Source: an optimization exercise on an open RTL-to-GDS flow (aim: small area). Production flows keep margins and buffers that such runs may drop. In this exercise RTL edits were held to simulation tests only and were not proved equivalent to the original. Power figures rest on the tool's default switching activity, not on a simulated workload.

lagoon:
==> flow/design.v (excerpt) <==
module ethernet_mac
(
    input  logic         clk,
    input  logic         rst_n,
    input  logic [31:0]  tx_data,
    input  logic [6:0]   tx_len,
    input  logic         tx_req,
    output logic         tx_ack,
    output logic [31:0]  rx_data,
    output logic [6:0]   rx_len,
    output logic         rx_last,
    output logic         rx_req,
    input  logic         rx_ack,
    output logic [7:0]   gmii_tx_d,
    output logic         gmii_tx_en,
    input  logic [7:0]   gmii_rx_d,
    input  logic         gmii_rx_dv,
    input  logic         gmii_rx_er,
    output logic [31:0]  tx_frame_count,
    output logic [31:0]  rx_drop_count
);
Settings: LEC_CHECK=0, CAP_MARGIN=20, CORE_MARGIN=2, CORE_UTILIZATION=60, PLACE_DENSITY=0.7, SLEW_MARGIN=20; clock period 8.0 ns.
standard.sh (not shown) runs the stock make flow with config.mk's settings and CLKGATE_MAP_FILE= SYNTH_SCRIPT=/design/flow/synth_recipe.tcl, a recipe that flattens the netlist after the stock synthesis.
==> flow/flow/run.sh <==
#!/bin/bash
# Standard layout with two changes: ports buffered with the smallest buffer,
# and clock tree synthesis without dummy loads.
set -euo pipefail
bash standard.sh \
  "BUFFER_PORTS_ARGS=-buffer_cell sky130_fd_sc_hd__buf_1" \
  "CTS_ARGS=-sink_clustering_enable -repair_clock_nets -dont_use_dummy_load -buf_list sky130_fd_sc_hd__clkbuf_16 -sink_clustering_size 40 -sink_clustering_max_diameter 50" \
  finish > flow.log 2>&1
### lagoon -> cedar
==> flow/flow/run.sh <==
#!/bin/bash
# Standard layout with three changes:
#  - technology mapping with an area-oriented abc script (flow/abc_map.script)
#    in place of ORFS's abc_speed.script; the rest of the synthesis is unchanged
#  - ports buffered with the smallest buffer
#  - clock tree synthesis without dummy loads, with larger sink clusters
set -euo pipefail
rm -rf scripts
cp -r "$FLOW_HOME/scripts" scripts
cp flow/abc_map.script scripts/abc_speed.script
bash standard.sh \
  "SCRIPTS_DIR=$PWD/scripts" \
  "BUFFER_PORTS_ARGS=-buffer_cell sky130_fd_sc_hd__buf_1" \
  "CTS_ARGS=-sink_clustering_enable -repair_clock_nets -dont_use_dummy_load -buf_list sky130_fd_sc_hd__clkbuf_16 -sink_clustering_size 30 -sink_clustering_max_diameter 75" \
  finish > flow.log 2>&1
==> flow/flow/abc_map.script (new file) <==
&get -n
&st
&dch
&nf -a
&st
&dch
&nf -a
&put
topo
==> comparison <==
The hold slack was comparable across lagoon and cedar.
u_tx_framer.state[1] as the worst setup path startpoint was reported by cedar, and u_rx_buffer.words_left[0] by lagoon.
cedar against lagoon: critical path arrival picked up an extra 170 ps; die area lost about 1.9%; clock-buffer cell count lost about 40%.
Post-synth design cell area delta (cedar − lagoon): favourable
What raven does differently from cedar at the input level:
- swapping 60 for 40 in CORE_UTILIZATION
- clearing PLACE_DENSITY, which used to be 0.7
==> flow/flow/run.sh <==
#!/bin/bash
# Standard layout with two changes: ports buffered with the smallest buffer,
# and clock tree synthesis without dummy loads.
set -euo pipefail
bash standard.sh \
  "BUFFER_PORTS_ARGS=-buffer_cell sky130_fd_sc_hd__buf_1" \
  "CTS_ARGS=-sink_clustering_enable -repair_clock_nets -dont_use_dummy_load -buf_list sky130_fd_sc_hd__clkbuf_16 -sink_clustering_size 36 -sink_clustering_max_diameter 60" \
  finish > flow.log 2>&1
removed: flow/flow/abc_map.script
Findings:
raven vs. cedar: final worst slack went up 64 ps; global-route wire length before repair went up 9000 µm; portion of total power attributed to combinational logic went up 1.4 points; complex-gate fraction of the synthesized area went down 1.9 points; total power per unit cell area went up 4.5%.
Summary — number of tap cells added at floorplan, raven relative to cedar: higher, by about 50%.
Compared with cedar, in raven worst hold slack +18 ps, final routed wirelength across all metal layers shows an increase of 11%, synthesized cell count moved up, final-layout clock-cell area share saw an increase.
Inputs modified between raven and nickel:
- setting PLACE_DENSITY to 0.8 for the first time
- changing CORE_UTILIZATION from 40 to 70
==> flow/flow/run.sh <==
#!/bin/bash
# Standard layout with two changes: ports buffered with the smallest buffer,
# and clock tree synthesis without dummy loads.
set -euo pipefail
bash standard.sh \
  "BUFFER_PORTS_ARGS=-buffer_cell sky130_fd_sc_hd__buf_1" \
  "CTS_ARGS=-sink_clustering_enable -repair_clock_nets -dont_use_dummy_load -buf_list sky130_fd_sc_hd__clkbuf_16 -sink_clustering_size 30 -sink_clustering_max_diameter 60" \
  finish > flow.log 2>&1
Results
Fmax (nickel vs. raven) decreases slightly. Across nickel and raven, the outcome is the same: a clean finish for every run. [compare] base=raven new=nickel: overall power fell by 0.00072 W, clock share of power fell by 3.6 points, final worst setup slack fell by 19 ps.
## Diff of input files: zinc against nickel
- CTS_CLUSTER_DIAMETER: unset -> 60
- PLACE_DENSITY: 0.8 -> unset
- CTS_CLUSTER_SIZE: unset -> 30
- CTS_BUF_LIST: unset -> sky130_fd_sc_hd__clkbuf_16
- CORE_UTILIZATION: 70 -> 40
[summary]
No run among nickel and zinc stopped early or left any final violation; all are clean.
Looking at overall power across nickel and zinc, the one that comes out higher is zinc.
The run showing the greater cell count along the critical path is nickel.
| global-route usage | lower: zinc |
Going from nickel to zinc, number of clock buffers in the layout grows by 30.
Via count of the first global-routing pass, nickel and zinc, higher one = zinc.

==> port drivers added, routing unchanged <==
The flow's constraints put no driver on any port. The routed layouts listed below were extracted and timed again, unchanged, in two steps. Step 1 (the two cells are an assumption about what drives the block):
set clk [get_ports {clk}]
set_driving_cell -lib_cell sky130_fd_sc_hd__clkbuf_16 $clk
set_driving_cell -lib_cell sky130_fd_sc_hd__buf_2 [delete_from_list [all_inputs] $clk]
Step 2 adds t to the input delays and takes it off the output delays; t is the mean of the earliest and latest rising clock arrival at the registers after step 1. Input paths then give back, and output paths get back, about the clock's delay inside the block. Slacks: ideal / step 1 / step 2; pairs: ideal / step 1.
| run | shift t [ns] | setup WS [ns] | clock arrival spread, ns | cell pins on the clock port's net |
|---|---|---|---|---|
| lagoon | 0.673 | 3.245 / 3.183 / 3.856 | 0.088 / 0.088 | 1 |
| cedar | 0.675 | 3.081 / 3.014 / 3.528 | 0.104 / 0.104 | 1 |
| raven | 0.694 | 3.145 / 3.084 / 3.778 | 0.106 / 0.106 | 1 |
| nickel | 0.681 | 3.126 / 3.063 / 3.744 | 0.076 / 0.076 | 1 |
| zinc | 0.691 | 3.139 / 3.079 / 3.770 | 0.097 / 0.097 | 1 |
After both steps every run listed still meets setup and hold.
